Source: an optimization exercise on an open RTL-to-GDS flow (aim: a short achievable clock period and few clock cycles). Production flows keep margins and buffers that such runs may drop. RTL that was checked went through simulation tests only; none was proved equivalent to the original.

==> run A: inputs <==
==> flow/design.v <==
package isa_pkg;
    localparam logic [4:0] OPC_NOP   = 5'b00000;
    localparam logic [4:0] OPC_HALT  = 5'b00001;
    localparam logic [4:0] OPC_LOAD  = 5'b00010;
    localparam logic [4:0] OPC_STORE = 5'b00011;
    localparam logic [4:0] OPC_SLL   = 5'b00100;
    localparam logic [4:0] OPC_SRL   = 5'b00101;
    localparam logic [4:0] OPC_ADD   = 5'b01000;
    localparam logic [4:0] OPC_ADDI  = 5'b01001;
    localparam logic [4:0] OPC_SUB   = 5'b01010;
    localparam logic [4:0] OPC_SUBI  = 5'b01011;
    localparam logic [4:0] OPC_CMP   = 5'b01100;
    localparam logic [4:0] OPC_AND   = 5'b01101;
    localparam logic [4:0] OPC_OR    = 5'b01110;
    localparam logic [4:0] OPC_XOR   = 5'b01111;
    localparam logic [4:0] OPC_LDIH  = 5'b10000;
    localparam logic [4:0] OPC_JUMP  = 5'b11000;
    localparam logic [4:0] OPC_BZ    = 5'b11010;
    localparam logic [4:0] OPC_BNZ   = 5'b11011;
    localparam logic [4:0] OPC_BN    = 5'b11100;
    localparam logic [4:0] OPC_BNN   = 5'b11101;
    localparam logic [15:0] NOP_WORD = 16'h0000;
endpackage
package pipe_pkg;
    localparam int DATA_W    = 16;
    localparam int REG_COUNT = 8;
    localparam int REG_IDX_W = 3;
    localparam logic [REG_IDX_W-1:0] ZERO_REG = '0;
endpackage
import isa_pkg::*;
import pipe_pkg::*;
module pcpu_top (
    input  logic              clock,
    input  logic              reset,
    input  logic              i_enable,
    input  logic              i_start,
    input  logic [pipe_pkg::DATA_W-1:0] i_i_data,
    input  logic [pipe_pkg::DATA_W-1:0] i_d_rdata,
    output logic [7:0]        o_i_addr,
    output logic [7:0]        o_d_addr,
    output logic [pipe_pkg::DATA_W-1:0] o_d_wdata,
    output logic              o_d_we,
    output logic              o_running
);
    logic       running;     
    logic       started;     
    logic       halt_seen;   
    logic [7:0] fa;          
    logic [7:1]  e_we;       
    logic        e_wr;       
    logic [2:0]  e_dest;
    logic        e_st;
    logic        e_ld;
    logic        e_setf;
    logic        e_bz, e_bnz, e_bn, e_bnn;   
    logic [15:0] x_a, x_b;
    logic        x_c;
    logic [15:0] l_a, l_b;
    logic        l_x, l_n;
    logic [15:0] sl_a, sr_a;
    logic [3:0]  sl_lo, sl_hi, sr_lo, sr_hi;   
    logic [15:0] sl_m, sr_m;
    logic [7:0]  m_a;
    logic [3:0]  m_off;
    logic [7:0]  t_a, t_b;
    logic [15:0] e_s;        
    logic        zf;
    logic        nf;
    logic [15:0] regs [1:7];
    logic [15:0] sum, r_log;
    logic [15:0] r_sll, r_srl;
    logic [15:0] e_result;
    logic        z_add, z_log, z_sll, z_srl;
    logic        zc, nc;
    logic        e_take;
    logic [7:0]  m_sum;
    logic [7:0]  t_sum;
    logic [15:0] sl_t, sr_t;
    logic [15:0] ks_g [0:4];
    logic [15:0] ks_p [0:4];
    logic [16:0] carry;
    always_comb begin
        ks_g[0] = x_a & x_b;
        ks_p[0] = x_a ^ x_b;
        for (int l = 0; l < 4; l++) begin
            for (int i = 0; i < 16; i++) begin
                if (i >= (1 << l)) begin
                    ks_g[l+1][i] = ks_g[l][i] | (ks_p[l][i] & ks_g[l][i-(1<<l)]);
                    ks_p[l+1][i] = ks_p[l][i] & ks_p[l][i-(1<<l)];
                end else begin
                    ks_g[l+1][i] = ks_g[l][i];
                    ks_p[l+1][i] = ks_p[l][i];
                end
            end
        end
        carry = {ks_g[4], 1'b0};
    end
    assign sum   = (ks_p[0] ^ {16{x_c}}) ^ carry[15:0];
    assign r_log = ({16{l_x}} & (l_a ^ l_b)) | ({16{l_n}} & (l_a & l_b));
    always_comb begin
        for (int i = 0; i < 16; i++) begin
            sl_t[i] = 1'b0;
            sr_t[i] = 1'b0;
            for (int k = 0; k < 4; k++) begin
                if (i >= k)     sl_t[i] = sl_t[i] | (sl_lo[k] & sl_a[i-k]);
                if (i + k < 16) sr_t[i] = sr_t[i] | (sr_lo[k] & sr_a[i+k]);
            end
        end
        for (int i = 0; i < 16; i++) begin
            r_sll[i] = 1'b0;
            r_srl[i] = 1'b0;
            for (int k = 0; k < 4; k++) begin
                if (i >= 4*k)     r_sll[i] = r_sll[i] | (sl_hi[k] & sl_t[i-4*k]);
                if (i + 4*k < 16) r_srl[i] = r_srl[i] | (sr_hi[k] & sr_t[i+4*k]);
            end
        end
    end
    assign e_result = sum | r_log | r_sll | r_srl | ({16{e_ld}} & i_d_rdata);
    assign z_add = x_c ? (ks_p[0] == 16'hffff)
                       : (((x_a[0] ^ x_b[0]) == 1'b0) &&
                          ((x_a[15:1] ^ x_b[15:1]) == (x_a[14:0] | x_b[14:0])));
    assign z_log = (r_log == 16'h0000);
    assign z_sll = ((sl_a & sl_m) == 16'h0000);
    assign z_srl = ((sr_a & sr_m) == 16'h0000);
    assign zc = z_add & z_log & z_sll & z_srl;
    assign nc = sum[15] | r_log[15] | r_sll[15] | r_srl[15];
    logic [3:0] ma_g, ma_p;
    logic [4:0] ma_c;
    logic [3:0] ma_hi1;
    always_comb begin
        ma_g = m_a[3:0] & m_off;
        ma_p = m_a[3:0] ^ m_off;
        ma_c[0] = 1'b0;
        ma_c[1] = ma_g[0];
        ma_c[2] = ma_g[1] | (ma_p[1] & ma_g[0]);
        ma_c[3] = ma_g[2] | (ma_p[2] & ma_g[1]) | (ma_p[2] & ma_p[1] & ma_g[0]);
        ma_c[4] = ma_g[3] | (ma_p[3] & ma_g[2]) | (ma_p[3] & ma_p[2] & ma_g[1]) |
                  (ma_p[3] & ma_p[2] & ma_p[1] & ma_g[0]);
        ma_hi1 = m_a[7:4] + 4'd1;
        m_sum[3:0] = ma_p ^ ma_c[3:0];
        m_sum[7:4] = ma_c[4] ? ma_hi1 : m_a[7:4];
    end
    assign t_sum  = t_a + t_b;
    assign e_take = (e_bz & zf) | (e_bnz & ~zf) | (e_bn & nf) | (e_bnn & ~nf);
    assign o_i_addr  = fa;
    assign o_d_addr  = m_sum;
    assign o_d_wdata = e_s;
    assign o_d_we    = e_st;
    assign o_running = running;
    logic [15:0] w;
    logic [4:0]  op;
    logic [2:0]  f1, f2, f3;
    logic        d_ld, d_st, d_sll, d_srl, d_add, d_addi, d_sub, d_subi, d_cmp;
    logic        d_and, d_or, d_xor, d_ldih, d_jmp, d_bz, d_bnz, d_bn, d_bnn, d_halt;
    logic        d_wr, d_setf, d_cond, d_bb, d_sub_any, d_adder, d_logic;
    logic        sel_a1, sel_a2, sel_b3;
    logic [15:0] imm_b;
    logic [15:0] ra1, ra2, ra3;
    logic        fw1, fw2, fw3;
    logic        fwd_a, fwd_b, fwd_s;
    logic [15:0] a_val, b_val, s_next;
    logic [15:0] mask_l, mask_r;
    assign w  = i_i_data;
    assign op = w[15:11];
    assign f1 = w[10:8];
    assign f2 = w[6:4];
    assign f3 = w[2:0];
    assign d_ld   = (op == OPC_LOAD);
    assign d_st   = (op == OPC_STORE);
    assign d_sll  = (op == OPC_SLL);
    assign d_srl  = (op == OPC_SRL);
    assign d_add  = (op == OPC_ADD);
    assign d_addi = (op == OPC_ADDI);
    assign d_sub  = (op == OPC_SUB);
    assign d_subi = (op == OPC_SUBI);
    assign d_cmp  = (op == OPC_CMP);
    assign d_and  = (op == OPC_AND);
    assign d_or   = (op == OPC_OR);
    assign d_xor  = (op == OPC_XOR);
    assign d_ldih = (op == OPC_LDIH);
    assign d_jmp  = (op == OPC_JUMP);
    assign d_bz   = (op == OPC_BZ);
    assign d_bnz  = (op == OPC_BNZ);
    assign d_bn   = (op == OPC_BN);
    assign d_bnn  = (op == OPC_BNN);
    assign d_halt = (op == OPC_HALT);
    assign d_cond    = d_bz | d_bnz | d_bn | d_bnn;
    assign d_bb      = d_cond && (f1 != 3'd0);
    assign d_sub_any = d_sub | d_subi | d_cmp;
    assign d_adder   = d_add | d_addi | d_sub | d_subi | d_cmp | d_ldih;
    assign d_logic   = d_and | d_or | d_xor;
    assign d_setf    = d_sll | d_srl | d_adder & ~d_ldih | d_logic;
    assign d_wr      = (d_ld | d_sll | d_srl | d_add | d_addi | d_sub | d_subi | d_logic |
                        d_ldih) && (f1 != 3'd0);
    assign sel_a1 = d_addi | d_subi | d_bb;
    assign sel_a2 = d_ld | d_st | d_sll | d_srl | d_add | d_sub | d_cmp | d_logic;
    assign sel_b3 = d_add | d_sub | d_cmp | d_logic;
    always_comb begin
        if (d_ldih)
            imm_b = {w[7:0], 8'h00};
        else if (d_ld | d_st | d_sll | d_srl)
            imm_b = {12'h000, w[3:0]};
        else
            imm_b = {8'h00, w[7:0]};
    end
    assign ra1 = (f1 == 3'd0) ? 16'h0000 : regs[f1];
    assign ra2 = (f2 == 3'd0) ? 16'h0000 : regs[f2];
    assign ra3 = (f3 == 3'd0) ? 16'h0000 : regs[f3];
    assign fw1 = e_wr && (e_dest == f1);
    assign fw2 = e_wr && (e_dest == f2);
    assign fw3 = e_wr && (e_dest == f3);
    assign fwd_a = (sel_a1 & fw1) | (sel_a2 & fw2);
    assign fwd_b = sel_b3 & fw3;
    assign fwd_s = fw1;
    always_comb begin
        if (fwd_a)
            a_val = e_result;
        else
            a_val = ({16{sel_a1}} & ra1) | ({16{sel_a2}} & ra2);
        if (fwd_b)
            b_val = e_result;
        else
            b_val = sel_b3 ? ra3 : imm_b;
        s_next = fwd_s ? e_result : ra1;
    end
    assign mask_l = 16'hffff >> w[3:0];
    assign mask_r = 16'hffff << w[3:0];
    logic       r0_cond, tests_z, on_one, late_z, late_n, take_early;
    logic [7:0] fa_seq, fa_one, fa_zero, fa_early, fa_next;
    assign r0_cond    = d_cond && (f1 == 3'd0);
    assign tests_z    = d_bz | d_bnz;
    assign on_one     = d_bz | d_bn;
    assign take_early = d_jmp | (r0_cond & ((d_bz & zf) | (d_bnz & ~zf) | (d_bn & nf) | (d_bnn & ~nf)));
    assign fa_seq     = fa + 8'd1;
    assign fa_one     = on_one ? w[7:0] : fa_seq;    
    assign fa_zero    = on_one ? fa_seq : w[7:0];
    assign fa_early   = e_take ? t_sum : (take_early ? w[7:0] : fa_seq);
    assign late_z     = !e_take && r0_cond && e_setf && tests_z;
    assign late_n     = !e_take && r0_cond && e_setf && !tests_z;
    always_comb begin
        if (late_z)
            fa_next = zc ? fa_one : fa_zero;
        else if (late_n)
            fa_next = nc ? fa_one : fa_zero;
        else
            fa_next = fa_early;
    end
    logic take_start;
    logic fetch;      
    logic issue_ok;   
    logic issue;      
    assign take_start = i_start && !started;
    assign fetch      = (running && !halt_seen) || take_start;
    assign issue_ok   = fetch && !e_take;
    assign issue      = issue_ok && !d_halt;
    always_ff @(posedge clock or negedge reset) begin
        if (!reset) begin
            running   <= 1'b0;
            started   <= 1'b0;
            halt_seen <= 1'b0;
            fa        <= '0;
            e_we      <= '0;
            e_wr      <= 1'b0;
            e_st      <= 1'b0;
            e_setf    <= 1'b0;
            e_bz      <= 1'b0;
            e_bnz     <= 1'b0;
            e_bn      <= 1'b0;
            e_bnn     <= 1'b0;
        end else if (i_enable) begin
            if (take_start) begin
                started   <= 1'b1;
                running   <= 1'b1;
                halt_seen <= d_halt;
            end else if (running && (halt_seen || (d_halt && issue_ok))) begin
                running <= 1'b0;
            end
            if (fetch)
                fa <= fa_next;
            for (int k = 1; k < 8; k++)
                e_we[k] <= issue && d_wr && (f1 == 3'(k));
            e_wr   <= issue && d_wr;
            e_st   <= issue && d_st;
            e_setf <= issue && d_setf;
            e_bz   <= issue && d_bb && d_bz;
            e_bnz  <= issue && d_bb && d_bnz;
            e_bn   <= issue && d_bb && d_bn;
            e_bnn  <= issue && d_bb && d_bnn;
        end
    end
    always_ff @(posedge clock) begin
        if (i_enable) begin
            e_dest <= f1;
            e_ld   <= d_ld;
            x_a    <= d_adder ? (d_sub_any ? ~a_val : a_val) : 16'h0000;
            x_b    <= d_adder ? b_val : 16'h0000;
            x_c    <= d_adder & d_sub_any;
            l_a    <= d_logic ? a_val : 16'h0000;
            l_b    <= d_logic ? b_val : 16'h0000;
            l_x    <= d_xor | d_or;
            l_n    <= d_and | d_or;
            sl_a   <= d_sll ? a_val : 16'h0000;
            sr_a   <= d_srl ? a_val : 16'h0000;
            for (int k = 0; k < 4; k++) begin
                sl_lo[k] <= d_sll && (w[1:0] == 2'(k));
                sl_hi[k] <= d_sll && (w[3:2] == 2'(k));
                sr_lo[k] <= d_srl && (w[1:0] == 2'(k));
                sr_hi[k] <= d_srl && (w[3:2] == 2'(k));
            end
            sl_m   <= mask_l;
            sr_m   <= mask_r;
            m_a    <= a_val[7:0];
            m_off  <= w[3:0];
            t_a    <= d_bb ? a_val[7:0] : 8'h00;
            t_b    <= d_bb ? w[7:0] : 8'h00;
            e_s    <= s_next;
            if (e_setf) begin
                zf <= zc;
                nf <= nc;
            end
            for (int k = 1; k < 8; k++)
                if (e_we[k])
                    regs[k] <= e_result;
        end
    end
endmodule
==> flow/run.sh <==
#!/bin/bash
# synth_recipe.tcl (not shown) runs the flow's synth.tcl, then flattens the netlist and writes it again
# the make line also repeats each setting of config.mk as NAME=value (left out here)
make -C /OpenROAD-flow-scripts/flow DESIGN_CONFIG=/design/flow/config.mk WORK_HOME=/design/flow/orfs CLKGATE_MAP_FILE= SYNTH_SCRIPT=/design/flow/synth_recipe.tcl finish
==> flow/config.mk <==
export PLATFORM = sky130hd
export DESIGN_NAME = pcpu_top
export DESIGN_NICKNAME = pcpu_top
export VERILOG_FILES = /design/flow/design.v
export SDC_FILE = /design/flow/constraint.sdc
export NUM_CORES = 4
export LEC_CHECK = 0
export ABC_CLOCK_PERIOD_IN_PS = 1500
export CAP_MARGIN = 20
export CORE_MARGIN = 2
export CORE_UTILIZATION = 40
export SETUP_SLACK_MARGIN = 2.7
export SLEW_MARGIN = 20
==> flow/constraint.sdc <==
create_clock -name core_clock -period 4.5 [get_ports {clock}]
set_input_delay 0.9000 -clock core_clock [delete_from_list [all_inputs] [get_ports {clock}]]
set_output_delay 0.9000 -clock core_clock [all_outputs]
set_load 0.01 [all_outputs]
==> inputs of run X, as changes to run A <==
--- a/flow/design.v
+++ b/flow/design.v
@@ -58,24 +58,19 @@
     logic [15:0] l_a, l_b;
     logic        l_x, l_n;
     logic [15:0] sl_a, sr_a;
-    logic [3:0]  sl_lo, sl_hi, sr_lo, sr_hi;   
+    logic [3:0]  sl_n, sr_n;
     logic [15:0] sl_m, sr_m;
-    logic [7:0]  m_a;
-    logic [3:0]  m_off;
-    logic [7:0]  t_a, t_b;
+    logic [7:0]  m_a, m_b;
     logic [15:0] e_s;        
     logic        zf;
     logic        nf;
     logic [15:0] regs [1:7];
-    logic [15:0] sum, r_log;
-    logic [15:0] r_sll, r_srl;
+    logic [15:0] sum, r_log, r_sll, r_srl;
     logic [15:0] e_result;
     logic        z_add, z_log, z_sll, z_srl;
-    logic        zc, nc;
+    logic        zc, nc, zn, nn;
     logic        e_take;
     logic [7:0]  m_sum;
-    logic [7:0]  t_sum;
-    logic [15:0] sl_t, sr_t;
     logic [15:0] ks_g [0:4];
     logic [15:0] ks_p [0:4];
     logic [16:0] carry;
@@ -97,24 +92,8 @@
     end
     assign sum   = (ks_p[0] ^ {16{x_c}}) ^ carry[15:0];
     assign r_log = ({16{l_x}} & (l_a ^ l_b)) | ({16{l_n}} & (l_a & l_b));
-    always_comb begin
-        for (int i = 0; i < 16; i++) begin
-            sl_t[i] = 1'b0;
-            sr_t[i] = 1'b0;
-            for (int k = 0; k < 4; k++) begin
-                if (i >= k)     sl_t[i] = sl_t[i] | (sl_lo[k] & sl_a[i-k]);
-                if (i + k < 16) sr_t[i] = sr_t[i] | (sr_lo[k] & sr_a[i+k]);
-            end
-        end
-        for (int i = 0; i < 16; i++) begin
-            r_sll[i] = 1'b0;
-            r_srl[i] = 1'b0;
-            for (int k = 0; k < 4; k++) begin
-                if (i >= 4*k)     r_sll[i] = r_sll[i] | (sl_hi[k] & sl_t[i-4*k]);
-                if (i + 4*k < 16) r_srl[i] = r_srl[i] | (sr_hi[k] & sr_t[i+4*k]);
-            end
-        end
-    end
+    assign r_sll = sl_a << sl_n;
+    assign r_srl = sr_a >> sr_n;
     assign e_result = sum | r_log | r_sll | r_srl | ({16{e_ld}} & i_d_rdata);
     assign z_add = x_c ? (ks_p[0] == 16'hffff)
                        : (((x_a[0] ^ x_b[0]) == 1'b0) &&
@@ -124,23 +103,9 @@
     assign z_srl = ((sr_a & sr_m) == 16'h0000);
     assign zc = z_add & z_log & z_sll & z_srl;
     assign nc = sum[15] | r_log[15] | r_sll[15] | r_srl[15];
-    logic [3:0] ma_g, ma_p;
-    logic [4:0] ma_c;
-    logic [3:0] ma_hi1;
-    always_comb begin
-        ma_g = m_a[3:0] & m_off;
-        ma_p = m_a[3:0] ^ m_off;
-        ma_c[0] = 1'b0;
-        ma_c[1] = ma_g[0];
-        ma_c[2] = ma_g[1] | (ma_p[1] & ma_g[0]);
-        ma_c[3] = ma_g[2] | (ma_p[2] & ma_g[1]) | (ma_p[2] & ma_p[1] & ma_g[0]);
-        ma_c[4] = ma_g[3] | (ma_p[3] & ma_g[2]) | (ma_p[3] & ma_p[2] & ma_g[1]) |
-                  (ma_p[3] & ma_p[2] & ma_p[1] & ma_g[0]);
-        ma_hi1 = m_a[7:4] + 4'd1;
-        m_sum[3:0] = ma_p ^ ma_c[3:0];
-        m_sum[7:4] = ma_c[4] ? ma_hi1 : m_a[7:4];
-    end
-    assign t_sum  = t_a + t_b;
+    assign zn = e_setf ? zc : zf;
+    assign nn = e_setf ? nc : nf;
+    assign m_sum  = m_a + m_b;
     assign e_take = (e_bz & zf) | (e_bnz & ~zf) | (e_bn & nf) | (e_bnn & ~nf);
     assign o_i_addr  = fa;
     assign o_d_addr  = m_sum;
@@ -159,6 +124,7 @@
     logic        fw1, fw2, fw3;
     logic        fwd_a, fwd_b, fwd_s;
     logic [15:0] a_val, b_val, s_next;
+    logic        take;
     logic [15:0] mask_l, mask_r;
     assign w  = i_i_data;
     assign op = w[15:11];
@@ -225,26 +191,7 @@
     end
     assign mask_l = 16'hffff >> w[3:0];
     assign mask_r = 16'hffff << w[3:0];
-    logic       r0_cond, tests_z, on_one, late_z, late_n, take_early;
-    logic [7:0] fa_seq, fa_one, fa_zero, fa_early, fa_next;
-    assign r0_cond    = d_cond && (f1 == 3'd0);
-    assign tests_z    = d_bz | d_bnz;
-    assign on_one     = d_bz | d_bn;
-    assign take_early = d_jmp | (r0_cond & ((d_bz & zf) | (d_bnz & ~zf) | (d_bn & nf) | (d_bnn & ~nf)));
-    assign fa_seq     = fa + 8'd1;
-    assign fa_one     = on_one ? w[7:0] : fa_seq;    
-    assign fa_zero    = on_one ? fa_seq : w[7:0];
-    assign fa_early   = e_take ? t_sum : (take_early ? w[7:0] : fa_seq);
-    assign late_z     = !e_take && r0_cond && e_setf && tests_z;
-    assign late_n     = !e_take && r0_cond && e_setf && !tests_z;
-    always_comb begin
-        if (late_z)
-            fa_next = zc ? fa_one : fa_zero;
-        else if (late_n)
-            fa_next = nc ? fa_one : fa_zero;
-        else
-            fa_next = fa_early;
-    end
+    assign take = d_jmp | ((f1 == 3'd0) & ((d_bz & zn) | (d_bnz & ~zn) | (d_bn & nn) | (d_bnn & ~nn)));
     logic take_start;
     logic fetch;      
     logic issue_ok;   
@@ -275,8 +222,10 @@
             end else if (running && (halt_seen || (d_halt && issue_ok))) begin
                 running <= 1'b0;
             end
-            if (fetch)
-                fa <= fa_next;
+            if (e_take)
+                fa <= m_sum;
+            else if (fetch)
+                fa <= take ? w[7:0] : fa + 8'd1;
             for (int k = 1; k < 8; k++)
                 e_we[k] <= issue && d_wr && (f1 == 3'(k));
             e_wr   <= issue && d_wr;
@@ -301,18 +250,12 @@
             l_n    <= d_and | d_or;
             sl_a   <= d_sll ? a_val : 16'h0000;
             sr_a   <= d_srl ? a_val : 16'h0000;
-            for (int k = 0; k < 4; k++) begin
-                sl_lo[k] <= d_sll && (w[1:0] == 2'(k));
-                sl_hi[k] <= d_sll && (w[3:2] == 2'(k));
-                sr_lo[k] <= d_srl && (w[1:0] == 2'(k));
-                sr_hi[k] <= d_srl && (w[3:2] == 2'(k));
-            end
+            sl_n   <= w[3:0];
+            sr_n   <= w[3:0];
             sl_m   <= mask_l;
             sr_m   <= mask_r;
             m_a    <= a_val[7:0];
-            m_off  <= w[3:0];
-            t_a    <= d_bb ? a_val[7:0] : 8'h00;
-            t_b    <= d_bb ? w[7:0] : 8'h00;
+            m_b    <= d_cond ? w[7:0] : {4'h0, w[3:0]};
             e_s    <= s_next;
             if (e_setf) begin
                 zf <= zc;
==> inputs of run R, as changes to run A <==
--- a/flow/design.v
+++ b/flow/design.v
@@ -60,8 +60,10 @@
     logic [15:0] sl_a, sr_a;
     logic [3:0]  sl_lo, sl_hi, sr_lo, sr_hi;   
     logic [15:0] sl_m, sr_m;
-    logic [7:0]  m_a;
-    logic [3:0]  m_off;
+    logic [7:0]  d_addr;
+    logic [7:0]  c_p, c_q;
+    logic        c_cin;
+    logic        e_sh;       
     logic [7:0]  t_a, t_b;
     logic [15:0] e_s;        
     logic        zf;
@@ -73,7 +75,6 @@
     logic        z_add, z_log, z_sll, z_srl;
     logic        zc, nc;
     logic        e_take;
-    logic [7:0]  m_sum;
     logic [7:0]  t_sum;
     logic [15:0] sl_t, sr_t;
     logic [15:0] ks_g [0:4];
@@ -124,26 +125,10 @@
     assign z_srl = ((sr_a & sr_m) == 16'h0000);
     assign zc = z_add & z_log & z_sll & z_srl;
     assign nc = sum[15] | r_log[15] | r_sll[15] | r_srl[15];
-    logic [3:0] ma_g, ma_p;
-    logic [4:0] ma_c;
-    logic [3:0] ma_hi1;
-    always_comb begin
-        ma_g = m_a[3:0] & m_off;
-        ma_p = m_a[3:0] ^ m_off;
-        ma_c[0] = 1'b0;
-        ma_c[1] = ma_g[0];
-        ma_c[2] = ma_g[1] | (ma_p[1] & ma_g[0]);
-        ma_c[3] = ma_g[2] | (ma_p[2] & ma_g[1]) | (ma_p[2] & ma_p[1] & ma_g[0]);
-        ma_c[4] = ma_g[3] | (ma_p[3] & ma_g[2]) | (ma_p[3] & ma_p[2] & ma_g[1]) |
-                  (ma_p[3] & ma_p[2] & ma_p[1] & ma_g[0]);
-        ma_hi1 = m_a[7:4] + 4'd1;
-        m_sum[3:0] = ma_p ^ ma_c[3:0];
-        m_sum[7:4] = ma_c[4] ? ma_hi1 : m_a[7:4];
-    end
     assign t_sum  = t_a + t_b;
     assign e_take = (e_bz & zf) | (e_bnz & ~zf) | (e_bn & nf) | (e_bnn & ~nf);
     assign o_i_addr  = fa;
-    assign o_d_addr  = m_sum;
+    assign o_d_addr  = d_addr;
     assign o_d_wdata = e_s;
     assign o_d_we    = e_st;
     assign o_running = running;
@@ -225,6 +210,17 @@
     end
     assign mask_l = 16'hffff >> w[3:0];
     assign mask_r = 16'hffff << w[3:0];
+    logic [7:0] addr_rf, addr_fw, addr_next, cs_p, cs_q, cs_s, cs_c;
+    logic       hazard;
+    assign cs_p    = c_p;
+    assign cs_q    = c_q | r_log[7:0] | ({8{e_ld}} & i_d_rdata[7:0]);
+    assign cs_s    = cs_p ^ cs_q ^ {4'h0, w[3:0]};
+    assign cs_c    = {(cs_p[6:0] & cs_q[6:0]) | (cs_p[6:0] & {3'h0, w[3:0]}) |
+                      (cs_q[6:0] & {3'h0, w[3:0]}), c_cin};
+    ks_add8 u_addr_rf (.i_a(ra2[7:0]), .i_b({4'h0, w[3:0]}), .o_sum(addr_rf));
+    ks_add8 u_addr_fw (.i_a(cs_s), .i_b(cs_c), .o_sum(addr_fw));
+    assign addr_next = fw2 ? addr_fw : addr_rf;
+    assign hazard    = (d_ld | d_st) && fw2 && e_sh;
     logic       r0_cond, tests_z, on_one, late_z, late_n, take_early;
     logic [7:0] fa_seq, fa_one, fa_zero, fa_early, fa_next;
     assign r0_cond    = d_cond && (f1 == 3'd0);
@@ -234,7 +230,7 @@
     assign fa_seq     = fa + 8'd1;
     assign fa_one     = on_one ? w[7:0] : fa_seq;    
     assign fa_zero    = on_one ? fa_seq : w[7:0];
-    assign fa_early   = e_take ? t_sum : (take_early ? w[7:0] : fa_seq);
+    assign fa_early   = e_take ? t_sum : (hazard ? fa : (take_early ? w[7:0] : fa_seq));
     assign late_z     = !e_take && r0_cond && e_setf && tests_z;
     assign late_n     = !e_take && r0_cond && e_setf && !tests_z;
     always_comb begin
@@ -252,7 +248,7 @@
     assign take_start = i_start && !started;
     assign fetch      = (running && !halt_seen) || take_start;
     assign issue_ok   = fetch && !e_take;
-    assign issue      = issue_ok && !d_halt;
+    assign issue      = issue_ok && !d_halt && !hazard;
     always_ff @(posedge clock or negedge reset) begin
         if (!reset) begin
             running   <= 1'b0;
@@ -309,8 +305,11 @@
             end
             sl_m   <= mask_l;
             sr_m   <= mask_r;
-            m_a    <= a_val[7:0];
-            m_off  <= w[3:0];
+            d_addr <= addr_next;
+            c_p    <= d_adder ? a_val[7:0] : 8'h00;
+            c_q    <= d_adder ? (d_sub_any ? ~b_val[7:0] : b_val[7:0]) : 8'h00;
+            c_cin  <= d_sub_any;
+            e_sh   <= d_sll | d_srl;
             t_a    <= d_bb ? a_val[7:0] : 8'h00;
             t_b    <= d_bb ? w[7:0] : 8'h00;
             e_s    <= s_next;
@@ -324,3 +323,27 @@
         end
     end
 endmodule
+module ks_add8 (
+    input  logic [7:0] i_a,
+    input  logic [7:0] i_b,
+    output logic [7:0] o_sum
+);
+    logic [7:0] g [0:3];
+    logic [7:0] p [0:3];
+    always_comb begin
+        g[0] = i_a & i_b;
+        p[0] = i_a ^ i_b;
+        for (int l = 0; l < 3; l++) begin
+            for (int i = 0; i < 8; i++) begin
+                if (i >= (1 << l)) begin
+                    g[l+1][i] = g[l][i] | (p[l][i] & g[l][i-(1<<l)]);
+                    p[l+1][i] = p[l][i] & p[l][i-(1<<l)];
+                end else begin
+                    g[l+1][i] = g[l][i];
+                    p[l+1][i] = p[l][i];
+                end
+            end
+        end
+        o_sum = p[0] ^ {g[3][6:0], 1'b0};
+    end
+endmodule
ABC_CLOCK_PERIOD_IN_PS = default   (was 1500)
CORE_UTILIZATION = 60   (was 40)
PLACE_DENSITY = 0.75   (was default)
==> summary of the runs <==
In run A the die area is larger than in run X, by 10%. Of run A and run R, run A has the higher final cell count (gap about 5%, measured against run R). Critical path depth: run X is higher than run A (1). Of run X and run R, run X has the higher register-to-register slack (gap 0.19 ns). Flip-flop and latch count: run R > run A > run X. Run X passed the timing, design-rule and antenna checks. Run R ran to the end with no violations. Run A finished with timing, DRC and antenna clean.
Testbench counts of run A, summed over its fixed seeds: cycles 13,930.
No functional check of the RTL was part of run X and run R.

## afterwards: timing with drivers on the ports
Ports are ideal in the flow. The routed layouts listed here were re-timed in OpenROAD. Step 1: set_driving_cell puts a clkbuf_16 on clock and a buf_2 on each other input, an assumption about the parent block. Step 2 moves the port delays by t, midway between the first and last clock arrival at a register: inputs arrive t later, outputs are due t later. That takes back most of the time a late clock gives input paths. Three values: no drivers, after step 1, after step 2; two values: the first two.
run	shift t [ns]	slack for setup (ns)	worst hold slack (ns)
run A	0.598	1.308 / 1.252 / 0.992	0.489 / 0.489 / 0.489
run X	0.627	1.114 / 1.063 / 1.082	0.537 / 0.537 / 0.537
run R	0.597	0.937 / 0.937 / 0.763	0.478 / 0.478 / 0.478
After both steps setup and hold are still met in every run listed. The setup slack of run A, which loses most, moves by -0.056 ns with the drivers and by -0.316 ns with both steps.
